Background: an optimization exercise with open tools, aiming at small area and a short achievable clock period. Do not read the settings as production practice.
For this run, only the layout was checked, not whether the RTL still works.
Power and IR drop assume default switching activity.

File: flow/design.v
package mask_alu_pkg;
  localparam int VLEN         = 128;
  localparam int VL_WIDTH     = 8;
  localparam int VSTART_WIDTH = 7;
  localparam int TAG_WIDTH    = 4;
  localparam logic [2:0] FUNCT3_OPMVV = 3'b010;
  localparam logic [5:0] FUNCT6_VMANDN = 6'b011000;
  localparam logic [5:0] FUNCT6_VMAND  = 6'b011001;
  localparam logic [5:0] FUNCT6_VMOR   = 6'b011010;
  localparam logic [5:0] FUNCT6_VMXOR  = 6'b011011;
  localparam logic [5:0] FUNCT6_VMORN  = 6'b011100;
  localparam logic [5:0] FUNCT6_VMNAND = 6'b011101;
  localparam logic [5:0] FUNCT6_VMNOR  = 6'b011110;
  localparam logic [5:0] FUNCT6_VMXNOR = 6'b011111;
  localparam logic [5:0] FUNCT6_VWXUNARY0 = 6'b010000;
  localparam logic [5:0] FUNCT6_VMUNARY0  = 6'b010100;
  localparam logic [4:0] VS1_VFIRST = 5'b10001;
  localparam logic [4:0] VS1_VMSBF  = 5'b00001;
  localparam logic [4:0] VS1_VMSOF  = 5'b00010;
  localparam logic [4:0] VS1_VMSIF  = 5'b00011;
  typedef logic [VLEN-1:0]         vreg_t;
  typedef logic [VL_WIDTH-1:0]     vl_t;
  typedef logic [VSTART_WIDTH-1:0] vstart_t;
  typedef logic [TAG_WIDTH-1:0]    tag_t;
  typedef enum logic [3:0] {
    OP_NONE,
    OP_ANDN,
    OP_AND,
    OP_OR,
    OP_XOR,
    OP_ORN,
    OP_NAND,
    OP_NOR,
    OP_XNOR,
    OP_MSBF,
    OP_MSIF,
    OP_MSOF,
    OP_FIRST
  } mask_op_e;
endpackage
module mask_alu_top (
  input  logic          clk,
  input  logic          reset,
  input  logic          uop_valid,
  input  logic [2:0]    funct3,
  input  logic [5:0]    funct6,
  input  logic [4:0]    vs1_op,
  input  logic          vm,
  input  logic [7:0]    vl,
  input  logic [6:0]    vstart,
  input  logic [3:0]    tag,
  input  logic [127:0]  vs1_data,
  input  logic          vs1_valid,
  input  logic [127:0]  vs2_data,
  input  logic          vs2_valid,
  input  logic [127:0]  v0_data,
  input  logic          v0_valid,
  input  logic [127:0]  vd_data,
  input  logic          vd_valid,
  output logic          result_valid,
  output logic [3:0]    result_tag,
  output logic [127:0]  result_data
);
  logic f3_ok, is_logic, is_unary, is_first, accept;
  assign f3_ok    = (funct3 == 3'b010);
  assign is_logic = f3_ok & (funct6[5:3] == 3'b011);
  assign is_unary = f3_ok & (funct6 == 6'b010100) & (vs1_op[4:2] == 3'b000) & (vs1_op[1:0] != 2'b00);
  assign is_first = f3_ok & (funct6 == 6'b010000) & (vs1_op == 5'b10001);
  assign accept   = uop_valid & (
      (is_logic & vs1_valid & vs2_valid & vd_valid & vm) |
      (is_unary & ~vs1_valid & vs2_valid & (vm | (vd_valid & v0_valid))) |
      (is_first & ~vs1_valid & vs2_valid & (vm | v0_valid)));
  logic sel_l, sel_u, sel_f;
  assign sel_l = funct6[3];
  assign sel_u = ~funct6[3] & funct6[2];
  assign sel_f = ~funct6[3] & ~funct6[2];
  logic [3:0] tt;
  always_comb begin
    case (funct6[2:0])
      3'b000:  tt = 4'b0100;  
      3'b001:  tt = 4'b1000;  
      3'b010:  tt = 4'b1110;  
      3'b011:  tt = 4'b0110;  
      3'b100:  tt = 4'b1101;  
      3'b101:  tt = 4'b0111;  
      3'b110:  tt = 4'b0001;  
      default: tt = 4'b1001;  
    endcase
  end
  logic k0, k1;
  assign k0 = vs1_op[0];   
  assign k1 = vs1_op[1];   
  logic [127:0] act, s;
  assign act = {128{vm}} | v0_data;
  assign s   = vs2_data & act;
  logic [31:0] grp;
  genvar g, i;
  generate
    for (g = 0; g < 32; g++) begin : g_grp
      assign grp[g] = |s[4*g +: 4];
    end
  endgenerate
  logic [31:0] gl [0:5];
  assign gl[0] = grp;
  generate
    for (g = 0; g < 5; g++) begin : g_gpref
      for (i = 0; i < 32; i++) begin : g_gb
        if ((i >> g) & 1)
          assign gl[g+1][i] = gl[g][i] | gl[g][((i >> g) << g) - 1];
        else
          assign gl[g+1][i] = gl[g][i];
      end
    end
  endgenerate
  logic [31:0] gp;
  assign gp = {gl[5][30:0], 1'b0};
  logic [127:0] p;
  generate
    for (g = 0; g < 32; g++) begin : g_p
      assign p[4*g]   = gp[g];
      assign p[4*g+1] = gp[g] | s[4*g];
      assign p[4*g+2] = gp[g] | s[4*g] | s[4*g+1];
      assign p[4*g+3] = gp[g] | s[4*g] | s[4*g+1] | s[4*g+2];
    end
  endgenerate
  logic [31:0] gfirst;
  assign gfirst = grp & ~gp;
  logic [1:0] lpos [0:31];
  generate
    for (g = 0; g < 32; g++) begin : g_lpos
      assign lpos[g][0] = ~s[4*g] & (s[4*g+1] | ~s[4*g+2]);
      assign lpos[g][1] = ~s[4*g] & ~s[4*g+1];
    end
  endgenerate
  logic [6:0] idx;
  always_comb begin
    idx = '0;
    for (int m = 0; m < 32; m++) begin
      idx[6:2] = idx[6:2] | ({5{gfirst[m]}} & 5'(m));
      idx[1:0] = idx[1:0] | ({2{gfirst[m]}} & lpos[m]);
    end
  end
  logic any_s, found;
  assign any_s = |grp;
  assign found = any_s & (vl[7] | (idx < vl[6:0]));
  logic [127:0] first_res;
  assign first_res = {{121{~found}}, idx | {7{~found}}};
  logic [127:0] pre;
  logic [127:0] tl [0:6];
  assign tl[0][0] = vstart[0];
  assign tl[0][1] = 1'b0;
  generate
    for (g = 1; g < 7; g++) begin : g_thr
      for (i = 0; i < (1 << (g+1)); i++) begin : g_tb
        if (i < (1 << g))
          assign tl[g][i] = vstart[g] | tl[g-1][i];
        else
          assign tl[g][i] = vstart[g] & tl[g-1][i - (1 << g)];
      end
    end
  endgenerate
  assign pre = tl[6];
  logic [127:0] merged;
  always_comb begin
    for (int k = 0; k < 128; k++) begin
      logic lv, uv;
      lv = tt[{vs2_data[k], vs1_data[k]}];
      uv = ~p[k] & (vs2_data[k] ? k1 : k0);
      if (sel_l)
        merged[k] = pre[k] ? vd_data[k] : lv;
      else if (sel_u)
        merged[k] = act[k] ? uv : vd_data[k];
      else
        merged[k] = first_res[k];
    end
  end
  always_ff @(posedge clk) begin
    if (reset) result_valid <= 1'b0;
    else       result_valid <= accept;
  end
  always_ff @(posedge clk) begin
    result_tag  <= tag;
    result_data <= merged;
  end
endmodule
File: flow/config.mk
export PLATFORM = sky130hd
export DESIGN_NAME = mask_alu_top
export DESIGN_NICKNAME = mask_alu_top
export VERILOG_FILES = /design/flow/design.v
export SDC_FILE = /design/flow/constraint.sdc
export NUM_CORES = 4
export LEC_CHECK = 0
export CAP_MARGIN = 20
export CORE_MARGIN = 2
export CORE_UTILIZATION = 25
export SETUP_SLACK_MARGIN = 0.2
export SLEW_MARGIN = 20
File: flow/constraint.sdc
create_clock -name core_clock -period 8.0 [get_ports {clk}]
set_input_delay 1.6000 -clock core_clock [delete_from_list [all_inputs] [get_ports {clk}]]
set_output_delay 1.6000 -clock core_clock [all_outputs]
set_load 0.01 [all_outputs]
File: flow/run.sh
#!/bin/bash
# synth_recipe.tcl (not shown) runs the flow's synth.tcl, then flattens the netlist and writes it again
# the make line also repeats each setting of config.mk as NAME=value (left out here)
make -C /OpenROAD-flow-scripts/flow DESIGN_CONFIG=/design/flow/config.mk WORK_HOME=/design/flow/orfs CLKGATE_MAP_FILE= SYNTH_SCRIPT=/design/flow/synth_recipe.tcl finish
==> impl_metrics.env <==
export IMPL_vias_per_cell=5.99
export IMPL_min_period_ns=7.32
export IMPL_hold_buffers=0
export IMPL_yosysSeqAreaShare=0.125
export IMPL_grt_pass1_wl_mm=201
export IMPL_dpl_instance_area_um2=28800
export IMPL_netlist_area_leader_share=0.125
export IMPL_ys_warn_count=4
export IMPL_wire_per_inst_um=28.7
export IMPL_place_ws_ns=0.132
export IMPL_vdd_drop_max_mv=0.175
export IMPL_cts_clk_slew_worst_paths_ns=0.08
export IMPL_rsz0062_at_grt="no"
export IMPL_syn_area_per_cell_um2=6.15
export IMPL_hold_class="primary input to flop"
export IMPL_cts_buffers=17
export IMPL_drc=0
export IMPL_fin_crit_sh=0.915
export IMPL_power_uw=3360
export IMPL_setup_worst_path_end_class="flop"
export IMPL_overflow=0
export IMPL_status="timing/DRC/antenna clean"
export IMPL_cp_start_kind="primary input"
export IMPL_cts_path_max_buffers=2
export IMPL_cts_sinks=133
export IMPL_setup_slack_ns=0.682
export IMPL_async_flop_share=0
export IMPL_layout_cell_area_non_filler_um2=29600
export IMPL_fillCellCount=9007
export IMPL_grt_busiest_layer="met2"
export IMPL_grt_use_total=0.316
export IMPL_netlist_area_um2=21300
export IMPL_synth_edf_count=0
export IMPL_synth_distinct_cells=79
export IMPL_worst_setup_path_type="primary input to flop"
export IMPL_wl_mm=146
export IMPL_routed_via_count=30400
export IMPL_grt_pass1_vias=27300
export IMPL_use_met1=0.400
export IMPL_holdWs_ns=1.53
export IMPL_grt_max_degree=88
export IMPL_drt_iter0_drc=2920
export IMPL_cts_root_buf="clkbuf_16"
export IMPL_worstPathRequired_ns=8.41
export IMPL_pwr_density_cell_nw_per_um2=114
export IMPL_finalHoldViolCount=0
export IMPL_setup_viol=0
export IMPL_die_h_um=296
export IMPL_drtPass1Iterations=6
export IMPL_crit_arrival_ns=7.72
export IMPL_p_leak_uw=0.0103
export IMPL_register_area_um2=2660
export IMPL_port_buffers=685
export IMPL_place_congestion=0.947
export IMPL_fin_tns_setup_ns=0
export IMPL_synth_area_leaders="dfxtp_1 13%, nor2_1 11%, a21oi_1 10%, o21ai_0 9.3%, clkbuf_1 5.6%"
export IMPL_syn_num_nets=4018
export IMPL_drv_slew=0
export IMPL_multi_input_area_um2=17000
export IMPL_syn_to_final_growth_pct=38.9
export IMPL_slew_limit_headroom=0.154
export IMPL_dieArea_um2=87500
export IMPL_drive_above_1_share=0.0737
export IMPL_yosysTopAreaCell="dfxtp_1"
export IMPL_rows=106
export IMPL_htreeDepth=4
export IMPL_nets=4427
export IMPL_synth_seq_cells=133
export IMPL_core_um2=84000
export IMPL_cts_tree="built"
export IMPL_io_pins=686
export IMPL_cp_max_fo=53
export IMPL_synth_ff_type="dfxtp_1"
export IMPL_max_slew_worst_pin_slew_ns=1.26
export IMPL_antenna_found_initial=79
export IMPL_max_freq_mhz=137
export IMPL_grtUsageMet3=0.0748
export IMPL_max_cap_viol_count=0
export IMPL_grtUsageMet2=0.497
export IMPL_die_w_um=296
export IMPL_initial_core_util=0.253
export IMPL_dp_hpwl_mm=109
export IMPL_ant_nets=0
export IMPL_synthCells=3459
## what timing repair did
action	CTS	global route
endpoints found under the setup margin	0	35
resized for setup	0	1
buffers inserted	0	0
## critical path, stage by stage
cell and delay [ns]:
clkdlybuf4s50_1 0.60, o21ai_0 0.35, nand4b_1 0.39, nor4_4 0.75
nand3_2 0.34, buf_4 0.32, nor3_1 0.56, a2111oi_0 0.23
buf_4 0.20, o2111ai_1 0.10, or2_1 0.15, ha_1 0.15
o21ai_0 0.10, a2111oi_1 0.73, inv_1 0.15, a31oi_1 0.28
a2111oi_4 0.14, buf_12 0.26, o221ai_2 0.16
## logic make-up (layout without fill, tap and decap cells)
kind of cell               Yosys count  count (layout)  synth area share
DFF                                133             133             0.125
xor gates and xnor gates             1               1          0.000412
other                                0              56                 0
adders and majority gates            6               6           0.00353
muxes                              126             126            0.0604
AOI/OAI and AO/OA                 1460            1460             0.452
and+or+nand+nor                   1310            1310             0.277
buffers and inverters              423             844            0.0815
## worst paths after layout
check	slack, ns	endpoint	start	cells after the start
worst max-delay path	0.68	result_data[56]	vs2_data[5]	19
worst min-delay path	1.53	result_tag[2]	tag[2]	1
## cells in the final DEF (no fill, tap or decap), types with 38 or more instances in the layout
cell and count:
a21oi_1 437, a22oi_1 78, a31oi_1 40, buf_4 81
clkdlybuf4s50_1 675, dfxtp_1 133, diode_2 56, inv_1 43
mux2i_1 107, nand2_1 256, nand3_1 149, nor2_1 595
nor3_1 86, nor4_1 38, o211ai_1 104, o211ai_2 61
o21ai_0 394, o221ai_2 46
## cell usage after synthesis, types with 19 or more instances
| library cell | n |
|---|---|
| a221oi_1 | 25 |
| a31oi_1 | 40 |
| mux2i_1 | 107 |
| buf_1 | 27 |
| o21ai_1 | 33 |
| nor2b_1 | 36 |
| buf_2 | 20 |
| o211ai_1 | 104 |
| a21boi_0 | 33 |
| o211ai_2 | 61 |
| nand3_1 | 150 |
| nor2_1 | 597 |
| dfxtp_1 | 133 |
| a21oi_1 | 437 |
| o21a_1 | 25 |
| o221ai_1 | 23 |
| inv_1 | 43 |
| a211oi_1 | 35 |
| nor4_1 | 38 |
| o221ai_2 | 46 |
| clkbuf_1 | 315 |
| nor3_1 | 87 |
| nand2_1 | 258 |
| mux2_2 | 19 |
| nand4_1 | 33 |
| a22oi_1 | 78 |
| a2111oi_0 | 28 |
| o21ai_0 | 395 |
## power by group
part,total [µW],switching (µW),internal (µW)
combinational,1630,941,688
sequential,766,37.1,729
clock,970,411,559
## state kept, by name, summed over array words and instances, names as in the netlist
register,count
result_valid,1
result_data,128
result_tag,4
## per-stage QoR
step                      utilization  cells
after global placement          0.343   4983
after CTS                       0.350   5014
after floorplan                     -   3459
final                           0.352   5070
after detailed placement        0.343   4983
after global routing            0.352   5056
## layout make-up
cell class / instances / area share
inverters: 43 / 0.00546
clock buffers: 18 / 0.0149
diodes: 56 / 0.00474
multi-input cells: 2903 / 0.574
flip-flops and latches: 133 / 0.0901
clock inverters: 13 / 0.00694
repair buffers: 770 / 0.256
well taps: 1134 / 0.0480
## per-layer routing
| layer | vias to the layer above | part of all wire | wire length [µm] |
|---|---|---|---|
| met1 | 14400 | 0.40 | 58400 |
| met2 | 1846 | 0.45 | 65000 |
| met4 | 48 | 0.053 | 7660 |
| met3 | 371 | 0.098 | 14300 |
| li1 | 13700 | - | - |
| met5 | - | 0.0021 | 302 |

## what the ideal ports hide
No port has a modelled driver above. Below, the same layout with a new extraction and two added sets of constraints.
Step 1: set_driving_cell puts a clkbuf_16 on clk and a buf_2 on each other input, an assumption about the parent block.
Step 2 times the ports against the registers' clock, not the clock port: input delays grow and output delays shrink by t, the midpoint of the rising clock arrivals with the driver on.
Slacks: ideal ports / drivers / drivers and shift; pairs: ideal ports / drivers.
t, ns: 0.556
setup slack, ns: 0.682 / 0.715 / 0.159
hold slack, ns: 1.532 / 1.501 / 2.057
worst slew at a driven data input, ns: 0.21
After both steps setup and hold are still met in this run. For this run, drivers alone change the setup slack by +0.033 ns; drivers and shift together by -0.523 ns.
